Source: an optimization exercise on an open RTL-to-GDS flow (aim: small area, a short achievable clock period and few clock cycles per item). Production flows keep margins and buffers that such runs may drop.
RTL that was checked went through simulation tests only; none was proved equivalent to the original.

== job 101 ==
==> flow/design.v (excerpt) <==
module math_expression_inverse #(
  parameter int W = 32
) (
  input  logic                  clk,
  input  logic                  reset,
  input  logic                  start,
  input  logic signed [2*W+3:0] q,
  input  logic                  rmd,
  input  logic signed [W-1:0]   a,
  input  logic signed [W-1:0]   b,
  input  logic signed [W-1:0]   d,
  output logic signed [W-1:0]   c,
  output logic                  valid,
  output logic                  busy,
  output logic                  err_div0,
  output logic                  inexact,
  output logic                  ovf
);
  localparam int NB = 2*W + 6;                 
  localparam int K  = 32;                      
  localparam int NC = NB / 2;                  
  localparam int CW = $clog2(NC + 1);
  localparam logic [1:0] PREP = 2'd0, FIRST = 2'd1, RUN = 2'd2;
  logic [1:0]    st;
  logic [NB-1:0] qr;      
  logic [W-1:0]  rr;      
  logic [W:0]    dx;      
  logic [W+2:0]  d3;      
  ...
Size in the first run: roughly 2,900 cells after synthesis, roughly 220 flip-flops, about 210 I/O pins, about 26,000 sq um of cells after synthesis.
export LEC_CHECK = 0
export CAP_MARGIN = 20
export CORE_MARGIN = 2
export CORE_UTILIZATION = 60
export SETUP_SLACK_MARGIN = 4.0
export SLEW_MARGIN = 20
create_clock -name core_clock -period 8.5 [get_ports {clk}]
run.sh (not shown) runs the stock make flow with config.mk's settings and CLKGATE_MAP_FILE= SYNTH_SCRIPT=/design/flow/synth_recipe.tcl, a recipe that flattens the netlist after the stock synthesis.
Testbench counts of job 101, summed over its fixed seeds: cycles 44,605, jobs 1,920.
## Diff of input files: job 102 against job 101
-- flow/config.mk --
<<< job 101, line 9
export CORE_MARGIN = 2
export CORE_UTILIZATION = 60
export SETUP_SLACK_MARGIN = 4.0
>>> job 102, line 9
export CORE_MARGIN = 2
export CORE_UTILIZATION = 40
export SETUP_SLACK_MARGIN = 4.0
## What came out
Compared with job 101, job 102 shows a end-of-flow core utilization that is 22 points lower. Against job 101, job 102 comes in 1,001 lower on iteration-0 DRC count of the detailed router. Job 102 against job 101: multi-input gate share of the layout cell area lost 1.8 points; layout buffer count excluding clock buffers picked up an extra 43. Job 102 has total wire length after detailed routing above what job 101 had. Compared with job 101, job 102 shows a lower fraction of met1 tracks used by global routing. The number of standard cells in the final layout excluding fillers in job 102 sits 9.7% above the value recorded for job 101. Against job 101 as the reference, job 102 delivers a higher number of clock buffers inserted by TritonCTS. On post-synthesis sequential element count, job 102 and job 101 are neck and neck.
Setup changes, job 102 to job 103
-- flow/config.mk --
<<< job 102, line 10
export CORE_UTILIZATION = 40
export SETUP_SLACK_MARGIN = 4.0
>>> job 103, line 10
export CORE_UTILIZATION = 40
export CTS_BUF_LIST = sky130_fd_sc_hd__clkbuf_8
export SETUP_SLACK_MARGIN = 4.0
### Flow results
- Against job 102, job 103 comes in 0.014 ns lower on final critical delay including setup and external delays.
- | count of H-tree levels built during CTS | job 103 vs job 102 | 1 higher |
- The headroom to the max-slew limit of job 103 falls short of that of job 102 by 0.27 points.
- Delta(global-route met3 utilization, job 103 - job 102) > 0
- Compared with job 102, number of nets in the final layout in job 103 increased slightly.
- Vias per cell: job 103 and job 102 compared, higher one is job 102
- Between job 103 and job 102, the global-route wire length before repair does not differ in any meaningful way.
- Relative to job 102, the met2 wirelength from detailed routing measured on job 103 has decreased by a few percent.
- | final cell area excluding filler cells | lower: job 103 |


job 1287:
math_expression_inverse, a different RTL version from the one above (not shown whole).
Size: about 2700 cells after synthesis, ~220 flip-flops, roughly 210 I/O pins.
Settings: LEC_CHECK=0, CAP_MARGIN=20, CORE_MARGIN=2, CORE_UTILIZATION=40, CTS_BUF_LIST=sky130_fd_sc_hd__clkbuf_8, SETUP_SLACK_MARGIN=3.4, SLEW_MARGIN=20; clock period 8.5 ns.
Testbench counts of job 1287, summed over its fixed seeds: cycles 44,605, jobs 1,920.
Here is what was changed in the inputs of job 8800 compared with job 1287.
Settings: a change of SETUP_SLACK_MARGIN from 3.4 to 4.0.
## What came out
Reported for job 1287 and job 8800, multi-input logic cell count turned out identical to the last digit.
The setup slack of job 8800 is larger than that of job 1287.
Sort job 1287 and job 8800 by area overhead of the layout relative to synthesis desc -> top: job 8800
Cmp job 8800 vs job 1287: clock slew seen by the registers of the worst setup and hold paths higher in job 8800
In terms of cell area reported after detailed placement, job 1287 and job 8800 differ only marginally.
Summary of job 8800 over job 1287: total routed wire length on the met1 layer moved down, required time reported for the critical path endpoint moved up.
Critical-path cell with the highest stage delay = clkdlybuf4s50_1: job 1287; critical-path cell with the highest stage delay = edfxtp_1: job 8800
What job 5890 does differently from job 8800 at the input level:
Settings: SETUP_SLACK_MARGIN: 4.0 -> 4.4.
Findings:
- Re width of the die: no difference whatsoever between job 8800 and job 5890.
- Job 5890 ended up with sy_r$_DFFE_PP_ as its startpoint of the most critical setup path; job 8800 ended up with dx[0]$_DFFE_PN_.
- Against job 8800, job 5890 reports a worst slack at placement that is lower.
- In job 5890 the final cell count without fillers turned out about 3% higher than in job 8800.
- Taking job 8800 as the reference, in job 5890 shortest clock period the worst path allows after layout moved down.
### job 5890 -> job 9880
Settings: SETUP_SLACK_MARGIN now 4.0, was 4.4.
==> flow/flow/run.sh (new file) <==
#!/bin/bash
# The standard layout, with the port buffers made from the smallest buffer cell
# (buf_1) instead of the cell buffer_ports picks by default. Every port is still buffered.
set -euo pipefail
cd "$(dirname "$0")/.."
export BUFFER_PORTS_ARGS="-buffer_cell sky130_fd_sc_hd__buf_1"
bash standard.sh > flow_standard.log 2>&1
==> flow/standard.sh (new file) <==
#!/bin/bash
# synth_recipe.tcl (not shown) runs the flow's synth.tcl, then flattens the netlist and writes it again
# the make line also repeats each setting of config.mk as NAME=value (left out here)
make -C /OpenROAD-flow-scripts/flow DESIGN_CONFIG=/design/flow/config.mk WORK_HOME=/design/flow/orfs CLKGATE_MAP_FILE= SYNTH_SCRIPT=/design/flow/synth_recipe.tcl "${@:-finish}"
removed: flow/run.sh
| slew at the pin closest to its max-slew limit | job 9880 vs job 5890 | 79 ps lower |. [compare] base=job 5890 new=job 9880: tightest hold margin moved up; register-to-register slack decreased 120 ps. Arrival time of the worst setup path (job 9880 over job 5890): increase, 170 ps. Comparing job 9880 and job 5890, the lower setup slack after layout was measured on job 9880.


math_expression_inverse, a different RTL version from the one above (not shown whole).
For scale: roughly 2600 cells after synthesis, ~210 I/O pins, about 24000 sq um of cells after synthesis.
==> flow/config.mk <==
export PLATFORM = sky130hd
export DESIGN_NAME = math_expression_inverse
export DESIGN_NICKNAME = math_expression_inverse
export VERILOG_FILES = /design/flow/design.v
export SDC_FILE = /design/flow/constraint.sdc
export NUM_CORES = 4
export LEC_CHECK = 0
export CAP_MARGIN = 20
export CORE_MARGIN = 2
export CORE_UTILIZATION = 40
export CTS_BUF_LIST = sky130_fd_sc_hd__clkbuf_2
export SETUP_SLACK_MARGIN = 4.0
export SLEW_MARGIN = 20
==> flow/constraint.sdc <==
create_clock -name core_clock -period 8.5 [get_ports {clk}]
set_input_delay 1.7000 -clock core_clock [delete_from_list [all_inputs] [get_ports {clk}]]
set_output_delay 1.7000 -clock core_clock [all_outputs]
set_load 0.01 [all_outputs]
standard.sh (not shown) runs the stock make flow with config.mk's settings and CLKGATE_MAP_FILE= SYNTH_SCRIPT=/design/flow/synth_recipe.tcl, a recipe that flattens the netlist after the stock synthesis.
==> flow/flow/run.sh <==
#!/bin/bash
# The standard layout, with the port buffers made from the smallest buffer cell
# (buf_1) instead of the cell buffer_ports picks by default. Every port is still buffered.
set -euo pipefail
cd "$(dirname "$0")/.."
export BUFFER_PORTS_ARGS="-buffer_cell sky130_fd_sc_hd__buf_1"
bash standard.sh > flow_standard.log 2>&1
The first run ran to the end with no violations.
Testbench counts at the start, summed over its fixed seeds: cycles 42,890, jobs 1,920.
==> next run, changes <==
--- a/flow/config.mk
+++ b/flow/config.mk
@@ -9,4 +9,5 @@
 export CORE_MARGIN = 2
-export CORE_UTILIZATION = 40
-export CTS_BUF_LIST = sky130_fd_sc_hd__clkbuf_2
+export CORE_UTILIZATION = 55
+export CTS_BUF_LIST = sky130_fd_sc_hd__clkbuf_4
+export PLACE_DENSITY = 0.75
 export SETUP_SLACK_MARGIN = 4.0
Result: Area after synthesis does not change; worst setup slack improves by 0.13 ns; via count increases by 0.37%; non-clock buffer count decreases by 21; register-to-register slack is about the same; maximum frequency increases by 2.9%; routed wire length decreases by 3.7%; cell count decreases by 6.8%.
==> next run, changes <==
--- a/flow/config.mk
+++ b/flow/config.mk
@@ -9,6 +9,5 @@
 export CORE_MARGIN = 2
-export CORE_UTILIZATION = 55
-export CTS_BUF_LIST = sky130_fd_sc_hd__clkbuf_4
-export PLACE_DENSITY = 0.75
-export SETUP_SLACK_MARGIN = 4.0
+export CORE_UTILIZATION = 40
+export CTS_BUF_LIST = sky130_fd_sc_hd__clkbuf_8
+export SETUP_SLACK_MARGIN = 4.2
 export SLEW_MARGIN = 20
What happened: Non-clock buffer count rises by 46; die area goes up by 37%; synthesized cell count is unchanged; area after synthesis does not change.
==> next run, changes <==
--- a/flow/config.mk
+++ b/flow/config.mk
@@ -11,3 +11,3 @@
 export CTS_BUF_LIST = sky130_fd_sc_hd__clkbuf_8
-export SETUP_SLACK_MARGIN = 4.2
+export SETUP_SLACK_MARGIN = 4.0
 export SLEW_MARGIN = 20
What happened: Via count came out higher by 0.48%; die area does not change; worst setup slack gets worse by 0.20 ns.
==> next run, changes <==
--- a/flow/config.mk
+++ b/flow/config.mk
@@ -10,3 +10,3 @@
 export CORE_UTILIZATION = 40
-export CTS_BUF_LIST = sky130_fd_sc_hd__clkbuf_8
+export CTS_BUF_LIST = sky130_fd_sc_hd__clkbuf_4
 export SETUP_SLACK_MARGIN = 4.0
Effect:
- maximum frequency rises by 0.46%
- critical path depth goes up by 1
- utilization came out lower by 0.28 points
- routed wire length decreases by 0.93%
- clock skew came out higher by 0.017 ns
- die area does not change
- final cell count rises by 1.1%
- final area came out lower by 0.61%
- worst hold slack got worse by 0.022 ns


math_expression_inverse, a different RTL version from the one above (not shown whole).
Size in the first run: about 2700 cells after synthesis, ~150 flip-flops, roughly 20000 um^2 of cells after synthesis.
==> flow/config.mk <==
export PLATFORM = sky130hd
export DESIGN_NAME = math_expression_inverse
export DESIGN_NICKNAME = math_expression_inverse
export VERILOG_FILES = /design/flow/design.v
export SDC_FILE = /design/flow/constraint.sdc
export NUM_CORES = 4
export LEC_CHECK = 0
export ABC_CLOCK_PERIOD_IN_PS = 3500
export CAP_MARGIN = 20
export CORE_MARGIN = 2
export CORE_UTILIZATION = 40
export SETUP_SLACK_MARGIN = 4.5
export SLEW_MARGIN = 20
==> flow/constraint.sdc <==
create_clock -name core_clock -period 8.5 [get_ports {clk}]
set_input_delay 1.7000 -clock core_clock [delete_from_list [all_inputs] [get_ports {clk}]]
set_output_delay 1.7000 -clock core_clock [all_outputs]
set_load 0.01 [all_outputs]
run.sh (not shown) runs the stock make flow with config.mk's settings and CLKGATE_MAP_FILE= SYNTH_SCRIPT=/design/flow/synth_recipe.tcl, a recipe that flattens the netlist after the stock synthesis.
Stock flow here: none of the scripts above is used.
==> next run, changes <==
--- a/flow/config.mk
+++ b/flow/config.mk
@@ -8 +7,0 @@
-export ABC_CLOCK_PERIOD_IN_PS = 3500
@@ -12 +10,0 @@
-export SETUP_SLACK_MARGIN = 4.5
Result:
- sequential share of layout area grows by 3.0 points
- final area shrinks by 21%
- routed wire length shrinks by 18%
Function was not checked in any run of this note: the RTL went through the layout flow alone.


Another version of the RTL of math_expression_inverse (not shown whole).
Size: about 3,500 cells after synthesis, roughly 220 flip-flops, ~0.028 sq mm of cells after synthesis.
export LEC_CHECK = 0
export CAP_MARGIN = 20
export CORE_MARGIN = 2
export CORE_UTILIZATION = 40
export SETUP_SLACK_MARGIN = 4.4
export SLEW_MARGIN = 20
create_clock -name core_clock -period 8.5 [get_ports {clk}]
Then changed:
- SETUP_SLACK_MARGIN: 4.4 -> 4.0
After rerunning: Wire length went down by 3.7%; fmax shrinks by 4.2%; die area stays the same; global-route usage decreases by 1.3 points; clock-buffer cell count goes down by 11; non-clock buffer count falls by 65; via count came out lower by 1.9%; final area decreases by 3.7%.
No run of this note included a check of the RTL's function; only the layout flow was run.


RTL: one of the versions met above, not the one the previous note started from.
For scale: ~220 flip-flops, about 24000 um2 of cells after synthesis.
export LEC_CHECK = 0
export CAP_MARGIN = 20
export CORE_MARGIN = 2
export CORE_UTILIZATION = 40
export CTS_BUF_LIST = sky130_fd_sc_hd__clkbuf_4
export SETUP_SLACK_MARGIN = 4.2
export SLEW_MARGIN = 20
create_clock -name core_clock -period 8.5 [get_ports {clk}]
standard.sh (not shown) runs the stock make flow with config.mk's settings and CLKGATE_MAP_FILE= SYNTH_SCRIPT=/design/flow/synth_recipe.tcl, a recipe that flattens the netlist after the stock synthesis.
Scripts as last shown in full above: flow/flow/run.sh
The baseline ran to the end with no violations.
Testbench counts at the start, summed over its fixed seeds: cycles 42,890, jobs 1,920.
Then changed:
--- a/flow/config.mk
+++ b/flow/config.mk
@@ -9,5 +9,5 @@
 export CORE_MARGIN = 2
 export CORE_UTILIZATION = 40
-export CTS_BUF_LIST = sky130_fd_sc_hd__clkbuf_4
-export SETUP_SLACK_MARGIN = 4.2
+export CTS_BUF_LIST = sky130_fd_sc_hd__clkbuf_4 sky130_fd_sc_hd__clkbuf_8
+export SETUP_SLACK_MARGIN = 4.0
 export SLEW_MARGIN = 20
Effect: The new run completed with no timing, DRC or antenna violations; global-route usage shrinks by 0.44 points; via count shrinks by 0.75%; cell count shrinks by 2.1%; synthesized area does not change; setup slack gets worse by 0.16 ns; clock-buffer cell count shrinks by 25; final area shrinks by about 2.4%.


job 8285:
Another version of the RTL of math_expression_inverse (not shown whole).
Size: about 2700 cells after synthesis, ~220 flip-flops, ~210 I/O pins, ~0.024 mm^2 of cells after synthesis.
export LEC_CHECK = 0
export CAP_MARGIN = 20
export CORE_MARGIN = 2
export CORE_UTILIZATION = 40
export CTS_BUF_LIST = sky130_fd_sc_hd__clkbuf_8
export SETUP_SLACK_MARGIN = 4.0
export SLEW_MARGIN = 20
export TNS_END_PERCENT = 10
create_clock -name core_clock -period 8.5 [get_ports {clk}]
Scripts as last shown in full above: flow/flow/run.sh
Job 8285 ran to completion and came out clean on the timing, DRC and antenna checks.
Testbench counts of job 8285, summed over its fixed seeds: cycles 44,605, jobs 1,920.
The following lists how job 2672 was set up differently from job 8285:
- removing TNS_END_PERCENT (formerly 10)
- changing SETUP_SLACK_MARGIN from 4.0 to 3.7
| critical path depth | higher: job 2672 |
In the metrics for job 2672 and job 8285, the one carrying the lower buffers plus inverters on the worst setup path is job 2672.
Compared to job 8285, job 2672 has part of the cycle the worst path needs 2.7 points higher.
Every run in the comparison, job 2672 and job 8285, completed the flow with a clean layout.
Job 2672 vs. job 8285: shortest period the worst path allows moved up; final core utilization moved down.
Inputs modified between job 2672 and job 5929:
- an added PLACE_DENSITY of 0.75
- a change of CORE_UTILIZATION from 40 to 55
- a change of SETUP_SLACK_MARGIN from 3.7 to 4.0
Notes after the runs:
- For the transition time at the pin with the least slew margin, job 5929 came in 0.18 ns higher than job 2672 did.
- Relative to job 2672, the die span in y of job 5929 is lower by 14%.
- Compared with job 2672, job 5929 shows a post-route worst hold slack that is 0.0093 ns lower.
- Re first-iteration DRC count: job 5929 is 841 up on job 2672.
- From job 2672 to job 5929, number of antenna violations at the first check in global routing did not move at all.
- Looking at setup slack of the critical path after layout across job 2672 and job 5929, the one that comes out higher is job 5929.
Modified inputs, job 8319 compared to job 5929
- CORE_UTILIZATION changed from 55 to 40
- PLACE_DENSITY removed (was 0.75)
==> summary.txt <==
The required time reported for the critical path endpoint number comes out lower for job 8319 vs job 5929.

==> port drivers added, routing unchanged <==
The flow's constraints put no driver on any port. The routed layouts listed below were extracted and timed again, unchanged, in two steps. Step 1, drivers: a clkbuf_16 drives clk and a buf_2 each remaining input, both assumed. Step 2 times the ports against the registers' clock, not the clock port: input delays grow and output delays shrink by t, the midpoint of the rising clock arrivals with the driver on. a / b / c = no drivers / after step 1 / after step 2; a / b = the first two.
run | t, ns | slack for setup (ns) | worst register clock-pin slew, ns | worst slew at a driven data input, ns | cell pins on the clock port's net
job 101 | 0.653 | 4.011 / 3.982 / 4.011 | 0.07 / 0.07 | 0.10 | 1
job 102 | 0.689 | 4.029 / 3.964 / 4.029 | 0.07 / 0.07 | 0.07 | 1
job 103 | 0.696 | 4.043 / 3.979 / 4.059 | 0.07 / 0.07 | 0.08 | 1
job 1287 | 0.693 | 3.569 / 3.510 / 3.612 | 0.07 / 0.07 | 0.08 | 1
job 8800 | 0.696 | 4.057 / 4.027 / 4.057 | 0.08 / 0.08 | 0.07 | 1
job 5890 | 0.684 | 4.198 / 4.137 / 4.231 | 0.08 / 0.08 | 0.11 | 1
job 9880 | 0.700 | 4.026 / 3.967 / 4.109 | 0.08 / 0.08 | 0.07 | 1
the first run of note 3 | 1.089 | 3.925 / 3.868 / 3.364 | 0.12 / 0.12 | 0.06 | 1
the second run of note 3 | 0.863 | 4.055 / 3.998 / 3.378 | 0.08 / 0.08 | 0.05 | 1
the third run of note 3 | 0.705 | 4.226 / 4.219 / 3.548 | 0.06 / 0.06 | 0.05 | 1
the fourth run of note 3 | 0.693 | 4.031 / 3.975 / 3.443 | 0.07 / 0.07 | 0.06 | 1
the fifth run of note 3 | 0.869 | 4.051 / 3.992 / 3.366 | 0.08 / 0.08 | 0.06 | 1
the first run of note 4 | 0.520 | 2.149 / 2.096 / 2.252 | 0.08 / 0.08 | 0.11 | 1
the second run of note 4 | 0.496 | 0.566 / 0.514 / 1.010 | 0.08 / 0.08 | 0.07 | 1
the first run of note 5 | 0.684 | 4.178 / 4.167 / 4.178 | 0.07 / 0.07 | 0.06 | 1
the second run of note 5 | 0.690 | 3.987 / 3.982 / 3.987 | 0.07 / 0.07 | 0.05 | 1
the first run of note 6 | 0.874 | 4.182 / 4.123 / 3.458 | 0.08 / 0.08 | 0.05 | 1
the second run of note 6 | 0.691 | 4.017 / 3.963 / 3.444 | 0.07 / 0.07 | 0.06 | 1
job 8285 | 0.702 | 3.933 / 3.933 / 3.933 | 0.07 / 0.07 | 0.07 | 1
job 2672 | 0.703 | 3.701 / 3.701 / 3.701 | 0.07 / 0.07 | 0.07 | 1
job 5929 | 0.702 | 4.048 / 4.001 / 4.048 | 0.07 / 0.07 | 0.11 | 1
job 8319 | 0.705 | 4.040 / 4.035 / 4.040 | 0.07 / 0.07 | 0.07 | 1
After both steps setup and hold are still met in every run listed. For the first run of note 6, which loses most, drivers alone change the setup slack by -0.059 ns; drivers and shift together by -0.724 ns.
